This design comes from an exercise in tuning for small area and a short achievable clock period on the open sky130 flow, not from production work. In this exercise RTL edits were held to simulation tests only and were not proved equivalent to the original. Power figures rest on the tool's default switching activity, not on a simulated workload.

ember:
==> module tdc_add_tree, before the edit <==
module tdc_add_tree (
   input  logic        clk,
   input  logic [87:0] int_data,
   input  logic [87:0] frac_data,
   input  logic [7:0]  ch_mask,
   input  logic        v3,
   output logic [19:0] ev_o
);
   logic [7:0][10:0] mi, mf;
   for (genvar i = 0; i < 8; i++) begin : g_mask
      assign mi[i] = ~(int_data[11*i +: 11]  & {11{ch_mask[i]}});
      assign mf[i] = ~(frac_data[11*i +: 11] & {11{ch_mask[i]}});
   end
   logic [3:0][13:0] r0i_d, r0f_d, r0i_q, r0f_q;
   csa8to4 u_c0i (.m(mi), .r(r0i_d));
   csa8to4 u_c0f (.m(mf), .r(r0f_d));
   logic [13:0] s1i, c1i, s1f, c1f;
   logic [13:0] s1i_q, c1i_q, s1f_q, c1f_q;
   csa4to2 u_c1i (.r(r0i_q), .s(s1i), .c(c1i));
   csa4to2 u_c1f (.r(r0f_q), .s(s1f), .c(c1f));
   logic [13:0] si_q, sf_q;
   logic [19:0] a3, b3, c3, d3, t3s, t3c, e3s, e3c, e3s_q, e3c_q;
   assign a3  = {1'b0, si_q, 5'd0};
   assign b3  = {2'b0, si_q, 4'd0};
   assign c3  = {5'b0, si_q, 1'b0};
   assign d3  = {6'b0, sf_q};
   assign t3s = a3 ^ b3 ^ c3;
   assign t3c = {((a3[18:0] & b3[18:0]) | (a3[18:0] & c3[18:0]) | (b3[18:0] & c3[18:0])), 1'b0};
   assign e3s = t3s ^ t3c ^ d3;
   assign e3c = {((t3s[18:0] & t3c[18:0]) | (t3s[18:0] & d3[18:0]) | (t3c[18:0] & d3[18:0])), 1'b0};
   logic [19:0] e4_q;
   always_ff @(posedge clk) begin
      r0i_q <= r0i_d;
      r0f_q <= r0f_d;
      s1i_q <= s1i;
      c1i_q <= c1i;
      s1f_q <= s1f;
      c1f_q <= c1f;
      si_q  <= ~(s1i_q + c1i_q + 14'd1);
      sf_q  <= ~(s1f_q + c1f_q + 14'd1);
      e3s_q <= e3s;
      e3c_q <= e3c;
   end
   always_ff @(posedge clk) begin
      e4_q <= v3 ? (e3s_q + e3c_q) : 20'd0;
   end
   assign ev_o = e4_q;
endmodule
==> module csa8to4, before the edit <==
module csa8to4 (
   input  logic [7:0][10:0] m,
   output logic [3:0][13:0] r
);
   logic [13:0] x0, x1, x2, x3, x4, x5, x6, x7;
   logic [13:0] sa, ca, sb, cb;
   assign x0 = {3'b111, m[0]};
   assign x1 = {3'b111, m[1]};
   assign x2 = {3'b111, m[2]};
   assign x3 = {3'b111, m[3]};
   assign x4 = {3'b111, m[4]};
   assign x5 = {3'b111, m[5]};
   assign x6 = {3'b111, m[6]};
   assign x7 = {3'b111, m[7]};
   assign sa = x0 ^ x1 ^ x2;
   assign ca = {((x0[12:0] & x1[12:0]) | (x0[12:0] & x2[12:0]) | (x1[12:0] & x2[12:0])), 1'b1};
   assign sb = x3 ^ x4 ^ x5;
   assign cb = {((x3[12:0] & x4[12:0]) | (x3[12:0] & x5[12:0]) | (x4[12:0] & x5[12:0])), 1'b1};
   assign r[0] = sa ^ ca ^ sb;
   assign r[1] = {((sa[12:0] & ca[12:0]) | (sa[12:0] & sb[12:0]) | (ca[12:0] & sb[12:0])), 1'b1};
   assign r[2] = cb ^ x6 ^ x7;
   assign r[3] = {((cb[12:0] & x6[12:0]) | (cb[12:0] & x7[12:0]) | (x6[12:0] & x7[12:0])), 1'b1};
endmodule
==> module csa4to2, before the edit <==
module csa4to2 (
   input  logic [3:0][13:0] r,
   output logic [13:0]      s,
   output logic [13:0]      c
);
   logic [13:0] t, u;
   assign t = r[0] ^ r[1] ^ r[2];
   assign u = {((r[0][12:0] & r[1][12:0]) | (r[0][12:0] & r[2][12:0]) | (r[1][12:0] & r[2][12:0])), 1'b1};
   assign s = t ^ u ^ r[3];
   assign c = {((t[12:0] & u[12:0]) | (t[12:0] & r[3][12:0]) | (u[12:0] & r[3][12:0])), 1'b1};
endmodule
clock: 4.0 ns
lec_check: 0
abc_area: 1
abc_clock_period_in_ps: 2000
cap_margin: 20
core_margin: 2
core_utilization: 40
cts_buf_list: sky130_fd_sc_hd__clkbuf_8 sky130_fd_sc_hd__clkbuf_16
cts_cluster_diameter: 80
cts_cluster_size: 20
place_density: 0.6
setup_slack_margin: 1.8
slew_margin: 20
standard.sh (not shown) runs the stock make flow with config.mk's settings and CLKGATE_MAP_FILE= SYNTH_SCRIPT=/design/flow/synth_recipe.tcl, a recipe that flattens the netlist after the stock synthesis.
==> flow/flow/run.sh <==
#!/bin/bash
set -e
export BUFFER_PORTS_ARGS="-buffer_cell sky130_fd_sc_hd__buf_2"
bash standard.sh > standard_flow.log 2>&1
ember: no failed stages, no open violations at the end
Changes in xenon relative to ember:
diff --git a/flow/design.v b/flow/design.v
--- a/flow/design.v
+++ b/flow/design.v
@@ -17,10 +17,10 @@
    output logic [19:0] ev_o
 );
    logic [7:0][10:0] mi, mf;
    for (genvar i = 0; i < 8; i++) begin : g_mask
-      assign mi[i] = ~(int_data[11*i +: 11]  & {11{ch_mask[i]}});
-      assign mf[i] = ~(frac_data[11*i +: 11] & {11{ch_mask[i]}});
+      assign mi[i] = int_data[11*i +: 11]  & {11{ch_mask[i]}};
+      assign mf[i] = frac_data[11*i +: 11] & {11{ch_mask[i]}};
    end
    logic [3:0][13:0] r0i_d, r0f_d, r0i_q, r0f_q;
    csa8to4 u_c0i (.m(mi), .r(r0i_d));
    csa8to4 u_c0f (.m(mf), .r(r0f_d));
@@ -45,10 +45,10 @@
       s1i_q <= s1i;
       c1i_q <= c1i;
       s1f_q <= s1f;
       c1f_q <= c1f;
-      si_q  <= ~(s1i_q + c1i_q + 14'd1);
-      sf_q  <= ~(s1f_q + c1f_q + 14'd1);
+      si_q  <= s1i_q + c1i_q;
+      sf_q  <= s1f_q + c1f_q;
       e3s_q <= e3s;
       e3c_q <= e3c;
    end
    always_ff @(posedge clk) begin
@@ -61,35 +61,35 @@
    output logic [3:0][13:0] r
 );
    logic [13:0] x0, x1, x2, x3, x4, x5, x6, x7;
    logic [13:0] sa, ca, sb, cb;
-   assign x0 = {3'b111, m[0]};
-   assign x1 = {3'b111, m[1]};
-   assign x2 = {3'b111, m[2]};
-   assign x3 = {3'b111, m[3]};
-   assign x4 = {3'b111, m[4]};
-   assign x5 = {3'b111, m[5]};
-   assign x6 = {3'b111, m[6]};
-   assign x7 = {3'b111, m[7]};
+   assign x0 = 14'(m[0]);
+   assign x1 = 14'(m[1]);
+   assign x2 = 14'(m[2]);
+   assign x3 = 14'(m[3]);
+   assign x4 = 14'(m[4]);
+   assign x5 = 14'(m[5]);
+   assign x6 = 14'(m[6]);
+   assign x7 = 14'(m[7]);
    assign sa = x0 ^ x1 ^ x2;
-   assign ca = {((x0[12:0] & x1[12:0]) | (x0[12:0] & x2[12:0]) | (x1[12:0] & x2[12:0])), 1'b1};
+   assign ca = {((x0[12:0] & x1[12:0]) | (x0[12:0] & x2[12:0]) | (x1[12:0] & x2[12:0])), 1'b0};
    assign sb = x3 ^ x4 ^ x5;
-   assign cb = {((x3[12:0] & x4[12:0]) | (x3[12:0] & x5[12:0]) | (x4[12:0] & x5[12:0])), 1'b1};
+   assign cb = {((x3[12:0] & x4[12:0]) | (x3[12:0] & x5[12:0]) | (x4[12:0] & x5[12:0])), 1'b0};
    assign r[0] = sa ^ ca ^ sb;
-   assign r[1] = {((sa[12:0] & ca[12:0]) | (sa[12:0] & sb[12:0]) | (ca[12:0] & sb[12:0])), 1'b1};
+   assign r[1] = {((sa[12:0] & ca[12:0]) | (sa[12:0] & sb[12:0]) | (ca[12:0] & sb[12:0])), 1'b0};
    assign r[2] = cb ^ x6 ^ x7;
-   assign r[3] = {((cb[12:0] & x6[12:0]) | (cb[12:0] & x7[12:0]) | (x6[12:0] & x7[12:0])), 1'b1};
+   assign r[3] = {((cb[12:0] & x6[12:0]) | (cb[12:0] & x7[12:0]) | (x6[12:0] & x7[12:0])), 1'b0};
 endmodule
 module csa4to2 (
    input  logic [3:0][13:0] r,
    output logic [13:0]      s,
    output logic [13:0]      c
 );
    logic [13:0] t, u;
    assign t = r[0] ^ r[1] ^ r[2];
-   assign u = {((r[0][12:0] & r[1][12:0]) | (r[0][12:0] & r[2][12:0]) | (r[1][12:0] & r[2][12:0])), 1'b1};
+   assign u = {((r[0][12:0] & r[1][12:0]) | (r[0][12:0] & r[2][12:0]) | (r[1][12:0] & r[2][12:0])), 1'b0};
    assign s = t ^ u ^ r[3];
-   assign c = {((t[12:0] & u[12:0]) | (t[12:0] & r[3][12:0]) | (u[12:0] & r[3][12:0])), 1'b1};
+   assign c = {((t[12:0] & u[12:0]) | (t[12:0] & r[3][12:0]) | (u[12:0] & r[3][12:0])), 1'b0};
 endmodule
 module tdc_time_accum (
    input  logic        clk,
    input  logic        rst,
Results
Wire: xenon routes more than ember
Looking at internal portion of total power, xenon sits 200 uW lower than ember does.
Between xenon and ember, it is xenon whose portion of total power attributed to the clock network is lower, by 0.3 points.
[xenon] global-route wire length before repair rose 1.9% relative to ember
xenon has inverter count of the layout excluding clock inverters above what ember had.

==> re-timing with driven ports <==
The flow's constraints put no driver on any port. The routed layouts listed below were extracted and timed again, unchanged, in two steps.
Step 1 (the two cells are an assumption about what drives the block):
set clk [get_ports {clk}]
set_driving_cell -lib_cell sky130_fd_sc_hd__clkbuf_16 $clk
set_driving_cell -lib_cell sky130_fd_sc_hd__buf_2 [delete_from_list [all_inputs] $clk]
Step 2 adds t to the input delays and takes it off the output delays; t is the mean of the earliest and latest rising clock arrival at the registers after step 1. Input paths then give back, and output paths get back, about the clock's delay inside the block.
Three values: no drivers, after step 1, after step 2; two values: the first two.
run	t (ns)	setup slack, ns	hold slack, ns	worst setup path after step 2	pins driven straight from the clock port
ember	0.620	1.856 / 1.856 / 1.463	0.324 / 0.301 / 0.324	input to register	1
xenon	0.618	1.965 / 1.968 / 1.384	0.322 / 0.285 / 0.322	input to register	1
After both steps every run listed still meets setup and hold. For xenon, which loses most, drivers alone change the setup slack by +0.003 ns; drivers and shift together by -0.581 ns.
